This design comes from an exercise in tuning for small area on the open sky130 flow, not from production work. The RTL was checked by simulation tests, not by an equivalence proof against the original design. No activity file was given, so power comes from the tool's default toggle rates.

== rev 12 ==
Design udp_loop_top, start of the top module:
module udp_loop_top (
  input  logic                        clk,
  input  logic                        rst_n,
  input  logic                        burst_start,
  input  logic [udp_pkg::BURST_W-1:0] burst_len,
  output logic                        busy,
  output logic                        tx_valid,
  output udp_pkg::narrow_beat_t       tx_beat,
  input  logic                        tx_credit,
  input  logic                        rx_valid,
  input  udp_pkg::narrow_beat_t       rx_beat,
  output logic                        rx_credit,
  output logic [udp_pkg::BURST_W-1:0] pkt_count,
  output logic [udp_pkg::ERR_W-1:0]   err_count,
  output logic                        err_flag
);
Size in the first run: roughly 9300 um^2 of cells after synthesis.
export LEC_CHECK = 0
export CAP_MARGIN = 20
export CORE_MARGIN = 2
export CORE_UTILIZATION = 40
export SLEW_MARGIN = 20
create_clock -name core_clock -period 10.0 [get_ports {clk}]
standard.sh (not shown) runs the stock make flow with config.mk's settings and CLKGATE_MAP_FILE= SYNTH_SCRIPT=/design/flow/synth_recipe.tcl, a recipe that flattens the netlist after the stock synthesis.
==> flow/flow/run.sh <==
#!/bin/bash
# The standard layout (the standard.sh), with the port buffers that
# global placement inserts made of the smallest buffer cell.
set -o pipefail
export BUFFER_PORTS_ARGS="-buffer_cell sky130_fd_sc_hd__buf_1"
bash standard.sh > standard.log 2>&1
Rev 12 did not make it past I/O pin placement (3_2_place_iop), where a tool error ended it.
## Diff of input files: rev 13 against rev 12
Settings: an added DIE_AREA of 0 0 240 240; a deleted CORE_UTILIZATION that had been 40; a deleted CORE_MARGIN that had been 2; an added CORE_AREA of 10 10 230 230.
==> run notes <==
Looking at the reports, rev 13 completed the entire flow and the layout it produced met the timing, DRC and antenna checks.
In the flow results for rev 12 and rev 13, the die width is smaller on rev 12.
Rev 13 against rev 12: adder-cell share of the synthesized area saw little to no change, floorplan die height now sits higher, site row count grew by 25, synthesized flop and latch total about even.
Re count of different cell masters after synthesis: no difference whatsoever between rev 12 and rev 13.


The RTL this note starts from:
==> flow/design.v <==
package udp_pkg;
  localparam int WIDE_W         = 512;
  localparam int NARROW_W       = 256;
  localparam int WIDE_KEEP_W    = WIDE_W / 8;
  localparam int NARROW_KEEP_W  = NARROW_W / 8;
  localparam int BURST_W        = 8;
  localparam int ERR_W          = 16;
  localparam int PKT_SEQ_W      = 24;
  typedef struct packed {
    logic [NARROW_W-1:0]      data;
    logic [NARROW_KEEP_W-1:0] keep;
    logic                     last;
  } narrow_beat_t;
  localparam int NARROW_BEAT_W = NARROW_W + NARROW_KEEP_W + 1;
endpackage
`timescale 1ns/100ps
module udp_loop_top (
  input  logic                        clk,
  input  logic                        rst_n,
  input  logic                        burst_start,
  input  logic [udp_pkg::BURST_W-1:0] burst_len,
  output logic                        busy,
  output logic                        tx_valid,
  output udp_pkg::narrow_beat_t       tx_beat,
  input  logic                        tx_credit,
  input  logic                        rx_valid,
  input  udp_pkg::narrow_beat_t       rx_beat,
  output logic                        rx_credit,
  output logic [udp_pkg::BURST_W-1:0] pkt_count,
  output logic [udp_pkg::ERR_W-1:0]   err_count,
  output logic                        err_flag
);
  logic       gen_valid;
  logic [7:0] pkts_left;
  logic [1:0] g_beat;
  logic       g_send, g_ok;
  logic [2:0] f1;
  logic       dn_valid, dn_credit;
  logic       p1;
  assign g_ok   = !f1[2] && !(f1[1] && (f1[0] ? (gen_valid || dn_valid) : (gen_valid && dn_valid)));
  assign g_send = busy && g_ok;
  always_ff @(posedge clk) begin
    if (!busy) pkts_left <= burst_len;
    else if (g_send && (g_beat == 2'd2)) pkts_left <= pkts_left ^ pl_borrow[7:0];
  end
  logic [8:0] pl_borrow;                                
  always_comb begin
    pl_borrow[0] = 1'b1;
    for (int i = 0; i < 8; i++) pl_borrow[i+1] = pl_borrow[i] && !pkts_left[i];
  end
  always_ff @(posedge clk or negedge rst_n) begin
    if (!rst_n) begin
      busy      <= 1'b0;
      gen_valid <= 1'b0;
      g_beat    <= 2'd0;
    end else begin
      gen_valid <= g_send;
      if (!busy && burst_start && (burst_len != 8'd0)) begin
        busy      <= 1'b1;
      end
      if (g_send) begin
        if (g_beat == 2'd2) begin
          g_beat    <= 2'd0;
          if (pkts_left == 8'd1) busy <= 1'b0;
        end else begin
          g_beat <= g_beat + 1'b1;
        end
      end
    end
  end
  logic full;
  assign p1 = (f1 != 3'd0) && !(dn_valid || full || dn_credit);
  always_ff @(posedge clk or negedge rst_n) begin
    if (!rst_n) begin
      f1       <= 3'd0;
      dn_valid <= 1'b0;
    end else begin
      dn_valid <= p1;
      f1       <= f1 + gen_valid - p1;
    end
  end
  logic [2:0] n5;
  logic       nar_valid;
  logic       sd, fin, d_ok;
  logic [2:0] f2, c2;
  assign d_ok = !f2[2] && !(f2[1] && (f2[0] ? (nar_valid || tx_valid) : (nar_valid && tx_valid)));
  assign sd   = full && d_ok;
  assign fin  = n5[2] || n5[0];
  always_ff @(posedge clk or negedge rst_n) begin
    if (!rst_n) begin
      full      <= 1'b0;
      n5        <= 3'd0;
      nar_valid <= 1'b0;
      dn_credit <= 1'b0;
    end else begin
      nar_valid <= sd;
      dn_credit <= sd && fin;
      if (sd) begin
        n5 <= n5[2] ? 3'd0 : n5 + 1'b1;
        if (fin) full <= 1'b0;
      end
      if (dn_valid) full <= 1'b1;
    end
  end
  logic        p2;
  logic [23:0] t_seq;
  logic [2:0]  t_idx;
  assign p2 = (f2 != 3'd0) && (c2 != 3'd0);
  logic [24:0] t_carry;
  always_comb begin
    t_carry[0] = p2 && t_idx[2] && !t_idx[0];
    for (int i = 0; i < 24; i++) t_carry[i+1] = t_carry[i] && t_seq[i];
  end
  always_ff @(posedge clk or negedge rst_n) begin
    if (!rst_n) begin
      f2       <= 3'd0;
      c2       <= 3'd4;
      tx_valid <= 1'b0;
      t_seq    <= 24'd0;
      t_idx    <= 3'd7;
    end else begin
      tx_valid <= p2;
      c2       <= c2 - p2 + tx_credit;
      f2       <= f2 + nar_valid - p2;
      t_seq    <= t_seq ^ t_carry[23:0];
      if (p2) t_idx <= (t_idx == 3'd4) ? 3'd0 : t_idx + 1'b1;
    end
  end
  always_comb begin
    for (int j = 0; j < 8; j++) begin
      tx_beat.data[32*j +: 32] = {t_seq, 2'b00, t_idx, j[2:0]};
    end
    tx_beat.keep = '1;
    tx_beat.last = t_idx[2];
  end
  logic [23:0] a_seq;
  logic [1:0]  a_beat;
  logic        a_hl;                                    
  logic        a_lomm;                                  
  logic        z, b2;
  logic [28:0] e;                                       
  logic [31:0] col_any, col_mm;
  logic        keep_any, mm_nz, mm_z, dk_mm, a_mm, rl;
  assign b2 = (a_beat == 2'd2);
  assign z  = a_hl && b2;                               
  assign rl = rx_beat.last;
  assign e  = {a_seq, 2'b00, a_beat, a_hl};
  always_comb begin
    logic [7:0] col;
    for (int k = 0; k < 32; k++) begin
      for (int j = 0; j < 8; j++) col[j] = rx_beat.data[32*j + k];
      col_any[k] = |col;
      if (k >= 3) begin
        col_mm[k] = e[k-3] ? !(&col) : col_any[k];
      end else begin
        logic [3:0] c1, c0;
        int n1, n0;
        n1 = 0; n0 = 0;
        c1 = '0; c0 = '0;
        for (int j = 0; j < 8; j++) begin
          if (j[k]) begin c1[n1] = col[j]; n1++; end
          else      begin c0[n0] = col[j]; n0++; end
        end
        col_mm[k] = (|c0) || !(&c1);
      end
    end
  end
  assign keep_any = |rx_beat.keep;
  assign mm_nz    = (|col_mm) || !(&rx_beat.keep);
  assign mm_z     = (|col_any) || keep_any;
  assign dk_mm    = z ? mm_z : mm_nz;
  assign a_mm    = a_hl ? (a_lomm || dk_mm || (rl != b2)) : (dk_mm || !b2);
  logic [24:0] a_carry;
  always_comb begin
    a_carry[0] = rx_valid && (a_hl || rl) && b2;
    for (int i = 0; i < 24; i++) a_carry[i+1] = a_carry[i] && a_seq[i];
  end
  always_ff @(posedge clk or negedge rst_n) begin
    if (!rst_n) a_seq <= 24'd0;
    else        a_seq <= a_seq ^ a_carry[23:0];
  end
  always_ff @(posedge clk or negedge rst_n) begin
    if (!rst_n) begin
      a_beat <= 2'd0;
      a_hl   <= 1'b0;
    end else if (rx_valid) begin
      if (!a_hl && !rl) begin
        a_hl <= 1'b1;
      end else begin
        a_hl <= 1'b0;
        if (b2) begin
          a_beat <= 2'd0;
        end else begin
          a_beat <= a_beat + 1'b1;
        end
      end
    end
  end
  always_ff @(posedge clk) begin
    if (rx_valid && !a_hl) a_lomm <= dk_mm;
  end
  logic [2:0] wp, rp;
  logic [1:0] mem [4];
  logic [1:0] ub;
  logic       up_valid, up_credit, pr;
  logic       hl, pend;
  logic [1:0] wq;                                       
  logic       chk_valid, chk_credit, su;
  assign pr = (wp != rp) && !(up_valid || up_credit || pend);
  assign ub = mem[rp[1:0]];
  assign rx_credit = up_valid;
  always_ff @(posedge clk or negedge rst_n) begin
    if (!rst_n) begin
      wp       <= 3'd0;
      rp       <= 3'd0;
      up_valid <= 1'b0;
    end else begin
      up_valid <= pr;
      if (rx_valid) wp <= wp + 1'b1;
      if (up_valid) rp <= rp + 1'b1;
    end
  end
  always_ff @(posedge clk) begin
    if (rx_valid) mem[wp[1:0]] <= {rl, a_mm};
  end
  assign su = pend && !(chk_valid || chk_credit);
  always_ff @(posedge clk or negedge rst_n) begin
    if (!rst_n) begin
      hl        <= 1'b0;
      pend      <= 1'b0;
      chk_valid <= 1'b0;
      up_credit <= 1'b0;
    end else begin
      chk_valid <= su;
      up_credit <= su || (up_valid && !hl && !ub[1]);
      if (su) pend <= 1'b0;
      if (up_valid) begin
        if (hl) begin
          hl   <= 1'b0;
          pend <= 1'b1;
        end else if (ub[1]) begin
          pend <= 1'b1;
        end else begin
          hl <= 1'b1;
        end
      end
    end
  end
  always_ff @(posedge clk) begin
    if (up_valid && (hl || ub[1])) wq <= ub;
  end
  logic [16:0] e_carry;
  logic [8:0]  p_carry;
  always_comb begin
    e_carry[0] = chk_valid && wq[0];
    for (int i = 0; i < 16; i++) e_carry[i+1] = e_carry[i] && err_count[i];
    p_carry[0] = chk_valid && wq[1];
    for (int i = 0; i < 8; i++) p_carry[i+1] = p_carry[i] && pkt_count[i];
  end
  always_ff @(posedge clk or negedge rst_n) begin
    if (!rst_n) begin
      chk_credit <= 1'b0;
      pkt_count  <= '0;
      err_count  <= '0;
      err_flag   <= 1'b0;
    end else begin
      chk_credit <= chk_valid;
      err_count  <= err_count ^ e_carry[15:0];
      pkt_count  <= pkt_count ^ p_carry[7:0];
      if (chk_valid && wq[0]) err_flag <= 1'b1;
    end
  end
endmodule
==> flow/config.mk <==
export PLATFORM = sky130hd
export DESIGN_NAME = udp_loop_top
export DESIGN_NICKNAME = udp_loop_top
export VERILOG_FILES = /design/flow/design.v
export SDC_FILE = /design/flow/constraint.sdc
export NUM_CORES = 4
export LEC_CHECK = 0
export CAP_MARGIN = 20
export CORE_AREA = 60 60 180 180
export DIE_AREA = 0 0 240 240
export SLEW_MARGIN = 20
==> flow/constraint.sdc <==
create_clock -name core_clock -period 10.0 [get_ports {clk}]
set_input_delay 2.0000 -clock core_clock [delete_from_list [all_inputs] [get_ports {clk}]]
set_output_delay 2.0000 -clock core_clock [all_outputs]
set_load 0.01 [all_outputs]
==> flow/flow/run.sh <==
#!/bin/bash
# The standard layout (standard.sh) with these changes:
#  - synthesis maps the logic with the ABC script flow/abc_area.script
#    (flow/synth.tcl is synth_recipe.tcl with only that change);
#  - the port buffers that global placement inserts are the smallest buffer;
#  - clock tree synthesis uses small clock buffers and no dummy loads;
#  - constant outputs share one tie cell per value.
set -o pipefail
here=$(pwd)
# The standard flow's synthesis script must be the one we replace
head -1 synth_recipe.tcl | grep -q "proc synth" || exit 1
sed "s#SYNTH_SCRIPT=[^ ]*#SYNTH_SCRIPT=$here/flow/synth.tcl#" standard.sh > my_standard.sh
export MY_ABC_SCRIPT=$here/flow/abc_area.script
export BUFFER_PORTS_ARGS="-buffer_cell sky130_fd_sc_hd__buf_1"
export CTS_ARGS="-sink_clustering_enable -repair_clock_nets -dont_use_dummy_load -buf_list {sky130_fd_sc_hd__clkbuf_4 sky130_fd_sc_hd__clkbuf_8} -sink_clustering_size 30"
export SKIP_REPAIR_TIE_FANOUT=1
bash my_standard.sh > standard.log 2>&1
==> flow/flow/abc_area.script <==
&get -n
&st
&deepsyn -T 30
&dch
&nf
&put
==> flow/flow/synth.tcl <==
# The standard flow's synth_recipe.tcl, with ABC mapping the logic with the script in
# flow/abc_area.script (registers are mapped before ABC and are unchanged)
proc synth {args} { yosys synth -nofsm -noshare {*}$args }
proc abc {args} {
  set i [lsearch -exact $args -script]
  if { $i >= 0 } {
    set args [lreplace $args [expr {$i + 1}] [expr {$i + 1}] $::env(MY_ABC_SCRIPT)]
  }
  yosys abc {*}$args
}
source $::env(SCRIPTS_DIR)/synth.tcl
# left out here: clear keep_hierarchy, flatten, clean up, hide names made inside functions, write 1_2_yosys.v
The baseline finished clean.
Change:
==> flow/flow/run.sh (replaced) <==
#!/bin/bash
set -o pipefail
export BUFFER_PORTS_ARGS="-buffer_cell sky130_fd_sc_hd__buf_1"
export CTS_ARGS="-sink_clustering_enable -repair_clock_nets -dont_use_dummy_load -buf_list {sky130_fd_sc_hd__clkbuf_4 sky130_fd_sc_hd__clkbuf_8} -sink_clustering_size 30"
export SKIP_REPAIR_TIE_FANOUT=1
bash standard.sh > standard.log 2>&1
removed: flow/flow/abc_area.script
removed: flow/flow/synth.tcl
What happened: Clock power is about the same; final cell count went down slightly; count of clock-buffer cells in the layout stays the same; utilization went up by 0.50 points; wire length went up slightly; total power went down slightly; worst setup slack gets worse by 0.18 ns; fmax went down by a few percent; register-to-register slack gets worse by 0.39 ns; area after synthesis went up slightly; cell area went up slightly.

port drivers added, routing unchanged:
How much do the figures lean on ideal ports? The routed layouts below were timed once more, with nothing changed but the port constraints. Step 1 (the two cells are an assumption about what drives the block):
set clk [get_ports {clk}]
set_driving_cell -lib_cell sky130_fd_sc_hd__clkbuf_16 $clk
set_driving_cell -lib_cell sky130_fd_sc_hd__buf_2 [delete_from_list [all_inputs] $clk]
Step 2 moves the port delays by t, midway between the first and last clock arrival at a register: inputs arrive t later, outputs are due t later. That takes back most of the time a late clock gives input paths. Slacks: ideal / step 1 / step 2; pairs: ideal / step 1.
| run | t, ns | setup slack, ns | worst setup path at the end | worst data-port slew with drivers (ns) |
|---|---|---|---|---|
| rev 13 | 0.505 | 5.929 / 5.905 / 5.400 | input to register | 0.17 |
| the first run of note 2 | 0.455 | 3.467 / 3.456 / 3.001 | input to register | 0.15 |
| the second run of note 2 | 0.463 | 3.288 / 3.273 / 2.811 | input to register | 0.21 |
After both steps setup and hold are still met in every run listed. For rev 13, which loses most, drivers alone change the setup slack by -0.024 ns; drivers and shift together by -0.529 ns.
